Context: an optimization exercise on an open-source flow, tuned for small area, a short achievable clock period and few clock cycles. The choices shown serve that exercise and are no tape-out recipe.
RTL that was checked went through simulation tests only; none was proved equivalent to the original.
Power figures rest on the tool's default switching activity, not on a simulated workload.

== alpha ==
// signed_gadget_decompose
module signed_gadget_decompose (
	input  logic        clk,
	input  logic        arst_n,
	input  logic        cfg_valid,
	output logic        cfg_ready,
	input  logic [3:0]  cfg_index,
	input  logic [7:0]  cfg_data,
	input  logic        coef_valid,
	output logic        coef_ready,
	input  logic [31:0] coef_coefficient,
	output logic        result_valid,
	input  logic        result_ready,
	output logic signed [15:0] result_digit,
	output logic [2:0]  result_level_index,
	output logic        result_last
);
For scale: about 650 cells after synthesis, about 45 flip-flops, ~72 I/O pins, about 5300 um^2 of cells after synthesis.
clock: 7.0 ns
lec_check: 0
abc_clock_period_in_ps: 3500
cap_margin: 20
core_margin: 2
core_utilization: 40
place_density: 0.6
setup_slack_margin: 3.35
slew_margin: 20
tns_end_percent: 0
standard.sh (not shown) runs the stock make flow with config.mk's settings and CLKGATE_MAP_FILE= SYNTH_SCRIPT=/design/flow/synth_recipe.tcl, a recipe that flattens the netlist after the stock synthesis.
==> flow/flow/run.sh <==
#!/bin/bash
set -euo pipefail
cd "$(dirname "$0")/.."
export BUFFER_PORTS_ARGS="-buffer_cell sky130_fd_sc_hd__buf_1"
bash standard.sh > standard_make.log 2>&1
Per the final summary, alpha finished and its layout is clean on timing, DRC and antenna.
Testbench counts of alpha, summed over its fixed seeds: cycles 12,728.
Input-level comparison between beta and alpha:
- a change of SETUP_SLACK_MARGIN from 3.35 to 3.5
==> comparison <==
Re sequential share of layout area: alpha was higher than beta.
Async set or reset register ratio after synthesis: alpha vs beta identical
In beta, the largest fanout of any net on the critical path came out 1 below the value in alpha.
The inputs of gamma differ from those of beta as listed below.
- setting GPL_ROUTABILITY_DRIVEN to 0 for the first time
- changing PLACE_DENSITY from 0.6 to 0.65
- changing CORE_UTILIZATION from 40 to 50
### Flow results
gamma has average wire per standard cell below what beta had. [compare] base=beta new=gamma: cell area level, routed wire length on met2 moved down, signed area change from the synthesized netlist to the final layout moved up, final-layout clock buffer total moved up. Relative to beta, max-slew headroom at the worst pin has decreased by 0.51 points in gamma. The lower mean number of vias per cell of beta and gamma is in beta. Power: gamma draws less than beta.
Relative to gamma, the following input files were edited for delta:
- removing GPL_ROUTABILITY_DRIVEN (formerly 0)
- changing TNS_END_PERCENT from 0 to 20
## What came out
The power drawn by the clock network on gamma is in line with that on delta.
Sort gamma and delta by number of setup buffers added after CTS asc -> top: gamma
Between gamma and delta, the flow reports via count of the first global-routing pass increasing by a few percent.
Compared with gamma, in delta post-cts gate resize count picked up an extra about 47%, cell count picked up an extra 27.
## Diff of input files: epsilon against delta
- SETUP_SLACK_MARGIN: 3.5 -> 3.2
- TNS_END_PERCENT: 20 -> 0
--- outcome ---
The run with more setup slack is delta; epsilon has less. delta vs epsilon, worst-path cell with the longest stage delay: sky130_fd_sc_hd__dfstp_4 vs sky130_fd_sc_hd__dfstp_2. Re die area: no difference whatsoever between epsilon and delta. The run showing the greater number of nets in the layout is delta. delta → epsilon: via-per-instance ratio now sits lower; sequential cell area now sits lower; portion of total power attributed to sequential cells now sits higher.

========
signed_gadget_decompose, a different RTL version from the one above (not shown whole).
For scale: ~770 cells after synthesis, roughly 45 flip-flops, ~72 I/O pins.
clock: 7.0 ns
lec_check: 0
abc_clock_period_in_ps: 3500
cap_margin: 20
core_margin: 2
core_utilization: 60
place_density: 0.72
setup_slack_margin: 3.7
slew_margin: 20
tns_end_percent: 20
Scripts as last shown in full above: flow/flow/run.sh
Testbench counts at the start, summed over its fixed seeds: cycles 12,728.
Rerun with:
==> flow/run.sh (new file) <==
#!/bin/bash
# synth_recipe.tcl (not shown) runs the flow's synth.tcl, then flattens the netlist and writes it again
# the make line also repeats each setting of config.mk as NAME=value (left out here)
make -C /OpenROAD-flow-scripts/flow DESIGN_CONFIG=/design/flow/config.mk WORK_HOME=/design/flow/orfs CLKGATE_MAP_FILE= SYNTH_SCRIPT=/design/flow/synth_recipe.tcl finish
- CORE_UTILIZATION: 60 -> 50
- PLACE_DENSITY: 0.72 -> 0.65
- SETUP_SLACK_MARGIN: 3.7 -> 3.5
removed: flow/flow/run.sh
removed: flow/standard.sh
What happened: The new run passed the timing, DRC and antenna checks. Fmax went up by 0.46%. Final cell count is lower by 1.6%. Cell area drops by 0.46%. Worst hold slack degrades by 0.021 ns.

========
## v28
The RTL this note starts from:
==> flow/design.v <==
package sgd_pkg;
	localparam int COEF_W     = 32;
	localparam int DIGIT_W    = 16;
	localparam int LIDX_W     = 3;
	localparam int BITS_W     = 5;
	localparam int LEVELS_W   = 4;
	localparam int CFG_IDX_W  = 4;
	localparam int CFG_DATA_W = 8;
	localparam logic [CFG_IDX_W-1:0] REG_DIGIT_BITS = 4'd0;
	localparam logic [CFG_IDX_W-1:0] REG_LEVELS     = 4'd1;
endpackage
module signed_gadget_decompose (
	input  logic        clk,
	input  logic        arst_n,
	input  logic        cfg_valid,
	output logic        cfg_ready,
	input  logic [3:0]  cfg_index,
	input  logic [7:0]  cfg_data,
	input  logic        coef_valid,
	output logic        coef_ready,
	input  logic [31:0] coef_coefficient,
	output logic        result_valid,
	input  logic        result_ready,
	output logic signed [15:0] result_digit,
	output logic [2:0]  result_level_index,
	output logic        result_last
);
	logic [3:0]  bm1_q;     
	logic [2:0]  nm1_q;     
	logic [3:0]  bm1x_q;
	logic [2:0]  nm1x_q;
	localparam logic [3:0] BM1_RST = 4'd9;
	localparam logic [2:0] NM1_RST = 3'd1;
	logic        nz_q;      
	logic [31:0] x_q;       
	logic        valid_q;
	logic [2:0]  idx_q;
	logic [31:0] kofs;
	logic        last;
	logic        take;
	logic        adv;
	logic        zero_next;
	logic        sgn;
	logic [47:0] wide;
	logic [31:0] sum;
	assign cfg_ready = 1'b1;
	assign bm1_q     = bm1x_q ^ BM1_RST;
	assign nm1_q     = nm1x_q ^ NM1_RST;
	always_ff @(posedge clk or negedge arst_n) begin
		if (!arst_n) begin
			bm1x_q <= 4'd0;
			nm1x_q <= 3'd0;
			nz_q  <= 1'b0;
		end else if (cfg_valid) begin
			if (cfg_index == sgd_pkg::REG_DIGIT_BITS) begin
				if (cfg_data[4:0] == 5'd0)
					bm1x_q <= BM1_RST ^ 4'd0;
				else if (cfg_data[4:0] > 5'd16)
					bm1x_q <= BM1_RST ^ 4'd15;
				else
					bm1x_q <= BM1_RST ^ 4'(cfg_data[4:0] - 5'd1);
			end else if (cfg_index == sgd_pkg::REG_LEVELS) begin
				nz_q  <= (cfg_data[3:0] == 4'd0);
				nm1x_q <= NM1_RST ^ ((cfg_data[3:0] > 4'd8) ? 3'd7 : 3'(cfg_data[3:0] - 4'd1));
			end
		end
	end
	always_comb begin
		kofs = '0;
		for (int bv = 1; bv <= 16; bv++) begin
			for (int i = 0; i <= 8; i++) begin
				if (31 - bv * i >= 0) begin
					if (bm1_q == 4'(bv - 1) && (i == 0 || 3'(i - 1) <= nm1_q))
						kofs[31 - bv * i] = 1'b1;
				end
			end
		end
	end
	always_comb begin
		zero_next = 1'b0;
		for (int bv = 5; bv <= 16; bv++) begin
			if (bm1_q == 4'(bv - 1) && idx_q >= 3'(31 / bv))
				zero_next = 1'b1;
		end
	end
	always_comb begin
		logic [31:0] g, pp, gg, pg;
		g  = coef_coefficient & kofs;
		pp = coef_coefficient ^ kofs;
		gg = g;
		pg = pp;
		for (int l = 0; l < 5; l++) begin
			for (int j = 0; j < 32; j++) begin
				if (((j >> l) & 1) == 1) begin
					gg[j] = gg[j] | (pg[j] & gg[((j >> l) << l) - 1]);
					pg[j] = pg[j] & pg[((j >> l) << l) - 1];
				end
			end
		end
		sum[0] = pp[0];
		for (int j = 1; j < 32; j++)
			sum[j] = pp[j] ^ gg[j - 1];
	end
	assign last       = (idx_q == nm1_q);
	assign adv        = valid_q && result_ready;
	assign coef_ready = !valid_q || (result_ready && last);
	assign take       = coef_valid && coef_ready;
	assign sgn  = ~x_q[31];
	assign wide = {{16{sgn}}, sgn, x_q[30:0], 1'b0} << bm1_q;
	always_ff @(posedge clk or negedge arst_n) begin
		if (!arst_n) begin
			valid_q <= 1'b0;
			idx_q   <= 3'd0;
		end else if (take) begin
			valid_q <= !nz_q;
			idx_q   <= 3'd0;
		end else if (adv) begin
			if (last)
				valid_q <= 1'b0;
			idx_q <= idx_q + 3'd1;
		end
	end
	always_ff @(posedge clk) begin
		if (take) begin
			x_q    <= sum;
		end else if (adv) begin
			x_q    <= {wide[31] | zero_next, wide[30:0]};
		end
	end
	assign result_digit       = $signed(wide[47:32]);
	assign result_valid       = valid_q;
	assign result_level_index = idx_q;
	assign result_last        = last;
endmodule
==> flow/config.mk <==
export PLATFORM = sky130hd
export DESIGN_NAME = signed_gadget_decompose
export DESIGN_NICKNAME = signed_gadget_decompose
export VERILOG_FILES = /design/flow/design.v
export SDC_FILE = /design/flow/constraint.sdc
export NUM_CORES = 4
export LEC_CHECK = 0
export ABC_CLOCK_PERIOD_IN_PS = 3500
export CAP_MARGIN = 20
export CORE_MARGIN = 2
export CORE_UTILIZATION = 40
export PLACE_DENSITY = 0.6
export SETUP_SLACK_MARGIN = 3.2
export SLEW_MARGIN = 20
export TNS_END_PERCENT = 0
==> flow/constraint.sdc <==
create_clock -name core_clock -period 7.0 [get_ports {clk}]
set_input_delay 1.4000 -clock core_clock [delete_from_list [all_inputs] [get_ports {clk}]]
set_output_delay 1.4000 -clock core_clock [all_outputs]
set_load 0.01 [all_outputs]
==> flow/flow/run.sh <==
#!/bin/bash
set -euo pipefail
cd "$(dirname "$0")/.."
export BUFFER_PORTS_ARGS="-buffer_cell sky130_fd_sc_hd__buf_1"
bash standard.sh > standard_make.log 2>&1
v28 closes out successfully: all stages finished, all timing, DRC and antenna checks passed.
--- input diff v28..v9 ---
Settings: CORE_UTILIZATION changed from 40 to 50; PLACE_DENSITY changed from 0.6 to 0.65; SETUP_SLACK_MARGIN changed from 3.2 to 3.5.
--- outcome ---
v9 went all the way through the flow, and no timing, DRC or antenna check failed. Compared with v28, v9 is hungrier on power. Comparing v9 and v28, design area is lower on v28. The higher worst hold slack of v9 and v28 is in v9.
diff inputs: v9 => v36
Settings: SETUP_SLACK_MARGIN: 3.5 -> 3.2.
[summary]
On post-layout minimum cycle time, v36 does worse than v9.
In terms of global-route usage, v9 and v36 differ only marginally.
Of v36 and v9, the run reporting the higher multi-input gate share of total cell area was v36.
Input changes introduced in v25 (baseline for comparison: v36):
Settings: changing SETUP_SLACK_MARGIN from 3.2 to 3.65.
## What came out
Total wire length: v25 higher than v36
Summary of v25 over v36: worst-case hold slack has increased, area of all placed cells without fillers grew by 510 sq um.
Count of clock-buffer cells in the layout (v25 over v36): increase, 1
Diff v36 -> v25: met1 routed wirelength after detailed routing increased by about 4.7% relative to the old numbers, net count after synthesis barely changed, number of vias in the routed layout moved up.
The run showing the greater fraction of power consumed by combinational cells is v25.
Function was not checked in any run of this note: the RTL went through the layout flow alone.

## static timing again, ports no longer ideal
How much do the figures lean on ideal ports? The routed layouts below were timed once more, with nothing changed but the port constraints. Step 1: set_driving_cell puts a clkbuf_16 on clk and a buf_2 on each other input, an assumption about the parent block. Step 2 also shifts input and output timing later by t, the mid clock arrival at the registers, as if the neighbouring blocks saw the same clock. a / b / c = ideal ports / drivers / drivers and shift; a / b = the first two.
run	t (ns)	setup WS [ns]	worst slew at a driven data input, ns
alpha	0.321	3.220 / 3.183 / 3.204	0.03
beta	0.327	3.278 / 3.243 / 3.214	0.04
gamma	0.333	3.284 / 3.255 / 3.261	0.03
delta	0.342	3.335 / 3.304 / 3.266	0.03
epsilon	0.334	3.279 / 3.247 / 3.187	0.04
the first run of note 2	0.346	3.311 / 3.276 / 3.317	0.04
the second run of note 2	0.316	3.328 / 3.305 / 3.023	0.04
v28	0.332	3.243 / 3.243 / 3.002	0.03
v9	0.348	3.321 / 3.321 / 3.073	0.03
v36	0.342	3.247 / 3.247 / 2.974	0.04
v25	0.340	3.218 / 3.218 / 3.095	0.04
After both steps every run listed still meets setup and hold. The setup slack of the second run of note 2, which loses most, moves by -0.023 ns with the drivers and by -0.305 ns with both steps.
